What follows belongs to an exercise in optimizing a design on an open flow for small area and a short achievable clock period; a production flow would make more cautious choices.
The RTL was checked by simulation tests, not by an equivalence proof against the original design.
No activity file was given, so power comes from the tool's default toggle rates.

## main
// cam_dma_top
module cam_dma_top #(
   parameter int TRANSFER_LEN = 1920,
   parameter int CLK_RATE     = 999
) (
   input  logic                   mipi_pclk,
   input  logic                   rst_n,
   input  logic                   cam_vsync,
   input  logic                   pix_valid,
   input  cam_dma_pkg::rgb_pair_t pix_data,
   input  logic                   trigger_capture_frame,
   input  logic                   continuous_capture_frame,
   input  logic                   rgb_gray,
   input  logic                   cam_dma_init_done,
   input  logic                   cam_dma_wready,
   output logic                   cam_dma_wvalid,
   output logic                   cam_dma_wlast,
   output cam_dma_pkg::dma_word_t cam_dma_wdata,
   output logic                   debug_fifo_overflow,
   output logic                   debug_fifo_underflow,
   output logic [31:0]            debug_fifo_wcount,
   output logic [31:0]            debug_fifo_rcount,
   output logic [2:0]             debug_dma_status,
   output logic [31:0]            frames_per_second
);
==> module cam_dma_fifo, before the edit <==
module cam_dma_fifo #(
   parameter int DEPTH = 64
) (
   input  logic                   mipi_pclk,
   input  logic                   rst_n,
   input  logic                   wr_en,
   input  cam_dma_pkg::rgb_pair_t wdata,
   input  logic                   rd_en,
   output cam_dma_pkg::rgb_pair_t rdata,
   output logic                   empty,
   output logic                   empty_nx,
   output logic                   full
);
   localparam int AW = $clog2(DEPTH);
   localparam int SD = DEPTH - 1;
   cam_dma_pkg::rgb_pair_t                  head;
   logic [SD-1:0][2*3*8-1:0] sreg;
   logic [DEPTH-1:0]                        rd_sel;    
   cam_dma_pkg::rgb_pair_t                  rd_word;
   logic                                    ge2;       
   logic                                    cnt_one;   
   logic                                    cnt_two;   
   logic                                    cnt_top;   
   logic                                    do_wr;
   logic                                    do_rd;
   assign do_wr = wr_en && !full;
   assign do_rd = rd_en && !empty;
   assign rdata = head;
   always_ff @(posedge mipi_pclk) begin
      if (do_wr) begin
         sreg <= {sreg[SD-2:0], wdata};
      end
   end
   always_comb begin
      rd_word = '0;
      for (int i = 0; i < SD; i++) begin
         rd_word = rd_word | ({(2*3*8){rd_sel[i]}} & sreg[i]);
      end
   end
   always_ff @(posedge mipi_pclk) begin
      if (do_rd || empty) begin
         head <= ge2 ? rd_word : wdata;
      end
   end
   always_comb begin
      if (do_wr && !do_rd) begin
         empty_nx = 1'b0;
      end else if (!do_wr && do_rd) begin
         empty_nx = cnt_one;
      end else begin
         empty_nx = empty;
      end
   end
   always_ff @(posedge mipi_pclk) begin
      if (!rst_n) begin
         rd_sel  <= DEPTH'(1) << (DEPTH - 2);
         empty   <= 1'b1;
         cnt_one <= 1'b0;
         cnt_two <= 1'b0;
         ge2     <= 1'b0;
         cnt_top <= 1'b0;
         full    <= 1'b0;
      end else begin
         empty <= empty_nx;
         if (do_wr && !do_rd) begin
            rd_sel  <= {rd_sel[DEPTH-2:0], rd_sel[DEPTH-1]};
            cnt_one <= empty;
            cnt_two <= cnt_one;
            ge2     <= ge2 || cnt_one;
            cnt_top <= rd_sel[DEPTH-4];
            full    <= cnt_top;
         end else if (!do_wr && do_rd) begin
            rd_sel  <= {rd_sel[0], rd_sel[DEPTH-1:1]};
            cnt_one <= cnt_two;
            cnt_two <= rd_sel[1];
            ge2     <= ge2 && !cnt_two;
            cnt_top <= full;
            full    <= 1'b0;
         end
      end
   end
endmodule
==> flow/config.mk <==
export PLATFORM = sky130hd
export DESIGN_NAME = cam_dma_top
export DESIGN_NICKNAME = cam_dma_top
export VERILOG_FILES = /design/flow/design.v
export SDC_FILE = /design/flow/constraint.sdc
export NUM_CORES = 4
export LEC_CHECK = 0
export CAP_MARGIN = 20
export CORE_MARGIN = 2
export CORE_UTILIZATION = 60
export SETUP_SLACK_MARGIN = 2.5
export SLEW_MARGIN = 20
==> flow/constraint.sdc <==
create_clock -name core_clock -period 5.5 [get_ports {mipi_pclk}]
set_input_delay 1.1000 -clock core_clock [delete_from_list [all_inputs] [get_ports {mipi_pclk}]]
set_output_delay 1.1000 -clock core_clock [all_outputs]
set_load 0.01 [all_outputs]
run.sh (not shown) runs the stock make flow with config.mk's settings and CLKGATE_MAP_FILE= SYNTH_SCRIPT=/design/flow/synth_recipe.tcl, a recipe that flattens the netlist after the stock synthesis.
Inputs modified between main and the feature branch:
--- a/flow/design.v
+++ b/flow/design.v
@@ -389,32 +389,34 @@
    output logic                   full
 );
    localparam int AW = $clog2(DEPTH);
    localparam int SD = DEPTH - 1;
    cam_dma_pkg::rgb_pair_t                  head;
    logic [SD-1:0][2*3*8-1:0] sreg;
-   logic [DEPTH-1:0]                        rd_sel;    
-   cam_dma_pkg::rgb_pair_t                  rd_word;
+   logic [AW-1:0]                           rd_idx;    
    logic                                    ge2;       
    logic                                    cnt_one;   
    logic                                    cnt_two;   
    logic                                    cnt_top;   
    logic                                    do_wr;
    logic                                    do_rd;
    assign do_wr = wr_en && !full;
    assign do_rd = rd_en && !empty;
    assign rdata = head;
-   always_ff @(posedge mipi_pclk) begin
-      if (do_wr) begin
-         sreg <= {sreg[SD-2:0], wdata};
-      end
-   end
+   logic [SD-1:0]                           rd_sel;
+   cam_dma_pkg::rgb_pair_t                  rd_word;
    always_comb begin
       rd_word = '0;
       for (int i = 0; i < SD; i++) begin
-         rd_word = rd_word | ({(2*3*8){rd_sel[i]}} & sreg[i]);
+         rd_sel[i] = (rd_idx == AW'(i));
+         rd_word   = rd_word | ({(2*3*8){rd_sel[i]}} & sreg[i]);
+      end
+   end
+   always_ff @(posedge mipi_pclk) begin
+      if (do_wr) begin
+         sreg <= {sreg[SD-2:0], wdata};
       end
    end
    always_ff @(posedge mipi_pclk) begin
       if (do_rd || empty) begin
          head <= ge2 ? rd_word : wdata;
       end
@@ -427,32 +429,32 @@
       end else begin
          empty_nx = empty;
       end
    end
    always_ff @(posedge mipi_pclk) begin
       if (!rst_n) begin
-         rd_sel  <= DEPTH'(1) << (DEPTH - 2);
+         rd_idx  <= AW'(-2);
          empty   <= 1'b1;
          cnt_one <= 1'b0;
          cnt_two <= 1'b0;
          ge2     <= 1'b0;
          cnt_top <= 1'b0;
          full    <= 1'b0;
       end else begin
          empty <= empty_nx;
          if (do_wr && !do_rd) begin
-            rd_sel  <= {rd_sel[DEPTH-2:0], rd_sel[DEPTH-1]};
+            rd_idx  <= rd_idx + 1'b1;
             cnt_one <= empty;
             cnt_two <= cnt_one;
             ge2     <= ge2 || cnt_one;
-            cnt_top <= rd_sel[DEPTH-4];
+            cnt_top <= (rd_idx == AW'(DEPTH - 4));
             full    <= cnt_top;
          end else if (!do_wr && do_rd) begin
-            rd_sel  <= {rd_sel[0], rd_sel[DEPTH-1:1]};
+            rd_idx  <= rd_idx - 1'b1;
             cnt_one <= cnt_two;
-            cnt_two <= rd_sel[1];
+            cnt_two <= (rd_idx == AW'(1));
             ge2     <= ge2 && !cnt_two;
             cnt_top <= full;
             full    <= 1'b0;
          end
       end
    end
Area of all sequential standard cells, the feature branch and main: larger value in main
Diff main -> the feature branch: area growth from synthesis to layout up 2.4 points, final core utilization up 1.4 points.
As of the feature branch, cell area after technology mapping had fallen slightly compared to main.
From main to the feature branch the numbers moved as follows: number of sequential storage elements has decreased; area occupied by multi-input gates roughly the same.
main finished all stages; the layout is clean.
The feature branch finished every stage; the final checks, however, were not passed, the failures being antenna violations.
Between the feature branch and main, the difference in xor/xnor cell area share of the yosys netlist is negligible.
The feature branch ends up with lower largest fanout on the critical path than main does.
In the flow results for the feature branch and main, the gate count of the mapped netlist is larger on the feature branch.
Relative to main, sequential group share of total power has gone up in the feature branch.
When the feature branch is set beside main, its sequential power turns out to be about 2% smaller.
Compared with main, the feature branch shows hold slack lower by 6.2 ps.

[separate check: timing with driven ports]
In the flow no input, the clock included, has a driving cell. The finished layouts below were timed again as built, in two steps.
Step 1 sets driving cells, clkbuf_16 on the clock port and buf_2 on the other inputs (assumed; they add their load-dependent delay and slew).
Step 2 also shifts input and output timing later by t, the mid clock arrival at the registers, as if the neighbouring blocks saw the same clock.
Slacks: no drivers / after step 1 / after step 2; pairs: no drivers / after step 1.
| run | t, ns | slack for setup (ns) | slew at the worst register clock pin (ns) | pins driven straight from the clock port |
|---|---|---|---|---|
| main | 1.050 | 2.445 / 2.445 / 1.631 | 0.07 / 0.07 | 1 |
| the feature branch | 1.040 | 2.395 / 2.395 / 1.574 | 0.07 / 0.07 | 1 |
The setup slack of the feature branch, which loses most, moves by 0.000 ns with the drivers and by -0.821 ns with both steps.
